This design comes from an exercise in tuning for small area, a short achievable clock period and few clock cycles on the open sky130 flow, not from production work.
Where RTL was checked, it was by simulation tests only, not by an equivalence proof against the original.
Power is estimated from default activity; no workload was simulated.

==> flow/design.v (excerpt) <==
module inst_cache #(
  parameter int unsigned INC_BITS = 4
) (
  input  logic        clk,
  input  logic        rst,
  input  logic [15:0] instAddr,
  output logic        hit,
  output logic [15:0] instruction,
  output logic        memReq,
  output logic [15:0] memAddr,
  input  logic [15:0] memData,
  input  logic        memReady
);
  logic [15:0] memAddr_q;
  logic [15:0] same;        
  logic [3:0]  nibNe;       
  logic        notReady;    
  logic        loHit, hiSame;
  ic_xnor16 u_same (.a(memAddr_q), .b(instAddr), .y(same));
  ic_nand4  u_ne0  (.a(same[3:0]),   .y(nibNe[0]));
  ic_nand4  u_ne1  (.a(same[7:4]),   .y(nibNe[1]));
  ic_nand4  u_ne2  (.a(same[11:8]),  .y(nibNe[2]));
  ic_nand4  u_ne3  (.a(same[15:12]), .y(nibNe[3]));
  ic_nrdy   u_nrdy (.rst(rst), .ready(memReady), .y(notReady));
  ic_nor3   u_lo   (.a(nibNe[0]), .b(nibNe[1]), .c(notReady), .y(loHit));
  ic_nor2   u_hi   (.a(nibNe[2]), .b(nibNe[3]), .y(hiSame));
  ic_and2   u_hit  (.a(loHit), .b(hiSame), .y(hit));
  assign instruction = memData;
  assign memReq      = !rst;
  assign memAddr     = memAddr_q;
  always_ff @(posedge clk) begin
    memAddr_q <= {instAddr[15:INC_BITS], instAddr[INC_BITS-1:0] + INC_BITS'(hit)};
  end
endmodule
==> flow/config.mk <==
export PLATFORM = sky130hd
export DESIGN_NAME = inst_cache
export DESIGN_NICKNAME = inst_cache
export VERILOG_FILES = /design/flow/design.v
export SDC_FILE = /design/flow/constraint.sdc
export NUM_CORES = 4
export LEC_CHECK = 0
export CAP_MARGIN = 20
export CORE_AREA = 3 3 87 87
export DIE_AREA = 0 0 90 90
export SETUP_SLACK_MARGIN = 2.3
export SLEW_MARGIN = 20
export SYNTH_HIERARCHICAL = 1
export SYNTH_MINIMUM_KEEP_SIZE = 0
==> flow/constraint.sdc <==
create_clock -name core_clock -period 5.5 [get_ports {clk}]
set_input_delay 1.1000 -clock core_clock [delete_from_list [all_inputs] [get_ports {clk}]]
set_output_delay 1.1000 -clock core_clock [all_outputs]
set_load 0.01 [all_outputs]
standard.sh (not shown) runs the stock make flow with config.mk's settings and CLKGATE_MAP_FILE= SYNTH_SCRIPT=/design/flow/synth_recipe.tcl, a recipe that flattens the netlist after the stock synthesis.
==> flow/flow/run.sh <==
#!/bin/bash
# Standard ORFS layout, with the port buffers inserted as the smallest plain
# buffer (sky130_fd_sc_hd__buf_1) so the resizer can size them like any other
# buffer, and a small clock tree.  make's full output goes to flow_make.log;
# ORFS's per-step logs stay under orfs/logs.
set -euo pipefail
bash standard.sh "BUFFER_PORTS_ARGS=-buffer_cell sky130_fd_sc_hd__buf_1" \
  "CTS_ARGS=-sink_clustering_enable -sink_clustering_size 16 -sink_clustering_max_diameter 1000 -sink_clustering_levels 0 -buf_list sky130_fd_sc_hd__clkbuf_8 -root_buf sky130_fd_sc_hd__clkbuf_8 -dont_use_dummy_load" \
  finish > flow_make.log 2>&1
Testbench counts at the start, summed over its fixed seeds: cycles 34,909.
Rerun with:
==> flow/run.sh (new file) <==
#!/bin/bash
# synth_recipe.tcl (not shown) runs the flow's synth.tcl, then flattens the netlist and writes it again
# the make line also repeats each setting of config.mk as NAME=value (left out here)
make -C /OpenROAD-flow-scripts/flow DESIGN_CONFIG=/design/flow/config.mk WORK_HOME=/design/flow/orfs CLKGATE_MAP_FILE= SYNTH_SCRIPT=/design/flow/synth_recipe.tcl finish
CTS_BUF_LIST = sky130_fd_sc_hd__clkbuf_4   (was unset)
SETUP_SLACK_MARGIN = 0   (was 2.3)
removed: flow/flow/run.sh
removed: flow/standard.sh
=> Cell area is higher by 23%; hold slack gets worse by 0.0094 ns; via count is higher by 5.2%; global-route usage barely changes.

========
Another version of the RTL of inst_cache (not shown whole).
For scale: about 710 cells after synthesis, roughly 340 flip-flops, roughly 69 I/O pins, roughly 14000 sq um of cells after synthesis.
export LEC_CHECK = 0
export CAP_MARGIN = 20
export CORE_MARGIN = 2
export CORE_UTILIZATION = 40
export SETUP_SLACK_MARGIN = 2
export SLEW_MARGIN = 20
create_clock -name core_clock -period 5.5 [get_ports {clk}]
==> flow/flow/run.sh <==
#!/bin/bash
# Standard ORFS layout, with the port buffers inserted as the smallest plain
# buffer (sky130_fd_sc_hd__buf_1) so the resizer can size them like any other
# buffer.  make's full output goes to flow_make.log; ORFS's per-step logs stay
# under orfs/logs.
set -euo pipefail
bash standard.sh "BUFFER_PORTS_ARGS=-buffer_cell sky130_fd_sc_hd__buf_1" finish > flow_make.log 2>&1
Edit:
- SETUP_SLACK_MARGIN: 2 -> 0
Outcome: Synthesized cell count does not change. Global-route usage falls by 0.65 points. Routed wire length falls by 3.9%. Power falls by 5.2%. Count of clock-buffer cells in the layout rises by 3. Cell count falls by 1.1%.
No functional check of the RTL was part of any run of this note.

========
The RTL this note starts from:
==> flow/design.v <==
module inst_cache #(
  parameter int unsigned INDEX_BITS  = 2,
  parameter int unsigned OFFSET_BITS = 2
) (
  input  logic        clk,
  input  logic        rst,
  input  logic [15:0] instAddr,
  output logic        hit,
  output logic [15:0] instruction,
  output logic        memReq,
  output logic [15:0] memAddr,
  input  logic [15:0] memData,
  input  logic        memReady
);
  localparam int unsigned TAG_BITS = 16 - INDEX_BITS - OFFSET_BITS;
  localparam int unsigned LINES    = 1 << INDEX_BITS;
  localparam int unsigned WORDS    = 1 << OFFSET_BITS;
  logic                   act_q;                  
  logic [15:0]            memAddr_q;
  logic [WORDS-1:0]       valid_q [LINES];
  logic [TAG_BITS-1:0]    tagArr  [LINES];
  logic [15:0]            dataArr [LINES][WORDS];
  logic [TAG_BITS-1:0]    reqTag, fillTag;
  logic [INDEX_BITS-1:0]  reqIdx, fillIdx;
  logic [OFFSET_BITS-1:0] reqOff, fillOff;
  logic                   cacheHit, fwdHit, fill;
  assign reqTag  = instAddr[15 -: TAG_BITS];
  assign reqIdx  = instAddr[OFFSET_BITS +: INDEX_BITS];
  assign reqOff  = instAddr[0 +: OFFSET_BITS];
  assign fillTag = memAddr_q[15 -: TAG_BITS];
  assign fillIdx = memAddr_q[OFFSET_BITS +: INDEX_BITS];
  assign fillOff = memAddr_q[0 +: OFFSET_BITS];
  assign cacheHit    = valid_q[reqIdx][reqOff] && (tagArr[reqIdx] == reqTag);
  assign fwdHit      = act_q && memReady && (memAddr_q == instAddr);
  assign fill        = act_q && memReady;
  assign hit         = cacheHit || fwdHit;
  assign instruction = cacheHit ? dataArr[reqIdx][reqOff] : memData;
  assign memReq      = act_q;
  assign memAddr     = memAddr_q;
  always_ff @(posedge clk or posedge rst) begin
    if (rst) act_q <= 1'b0;
    else     act_q <= 1'b1;
  end
  always_ff @(posedge clk) begin
    if (!hit)      memAddr_q <= instAddr;
    else if (fill) memAddr_q <= memAddr_q + 16'd1;
  end
  always_ff @(posedge clk or posedge rst) begin
    if (rst) begin
      for (int i = 0; i < LINES; i++) valid_q[i] <= '0;
    end else if (fill) begin
      if (tagArr[fillIdx] != fillTag) valid_q[fillIdx] <= WORDS'(1) << fillOff;
      else                            valid_q[fillIdx][fillOff] <= 1'b1;
    end
  end
  always_ff @(posedge clk) begin
    if (fill) begin
      tagArr[fillIdx]           <= fillTag;
      dataArr[fillIdx][fillOff] <= memData;
    end
  end
endmodule
clock: 5.5 ns
lec_check: 0
cap_margin: 20
core_margin: 2
core_utilization: 40
setup_slack_margin: 2
slew_margin: 20
run.sh (not shown) runs the stock make flow with config.mk's settings and CLKGATE_MAP_FILE= SYNTH_SCRIPT=/design/flow/synth_recipe.tcl, a recipe that flattens the netlist after the stock synthesis.
Stock flow here: none of the scripts above is used.
The baseline finished with timing, DRC and antenna clean.
Testbench counts at the start, summed over its fixed seeds: cycles 31,103.
Change:
Settings changed: CORE_AREA set to 3 3 87 87, CORE_MARGIN 2 to not set, CORE_UTILIZATION 40 to not set, DIE_AREA set to 0 0 90 90.
Outcome: This time the run never finished: it broke off in 3_1_place_gp_skip_io; area after synthesis is unchanged; synthesized cell count is unchanged.

[separate check: timing with driven ports]
Ports are ideal in the flow. The routed layouts listed here were re-timed in OpenROAD. Step 1, drivers: a clkbuf_16 drives clk and a buf_2 each remaining input, both assumed. Step 2 moves the port delays by t, midway between the first and last clock arrival at a register: inputs arrive t later, outputs are due t later. That takes back most of the time a late clock gives input paths. Three values: ideal ports, drivers, drivers and shift; two values: the first two.
run	shift t [ns]	setup slack, ns	worst register clock-pin slew, ns	pins driven straight from the clock port
the first run of note 1	0.270	2.424 / 2.405 / 2.405	0.07 / 0.07	1
the second run of note 1	0.305	1.633 / 1.602 / 1.602	0.10 / 0.10	1
the first run of note 2	0.569	1.073 / 0.869 / 0.869	0.07 / 0.07	1
the second run of note 2	0.566	0.534 / 0.502 / 0.502	0.06 / 0.06	1
the first run of note 3	0.569	1.068 / 1.004 / 1.004	0.06 / 0.06	1
After both steps every run listed still meets setup and hold. The setup slack of the first run of note 2, which loses most, moves by -0.204 ns with the drivers and by -0.204 ns with both steps.
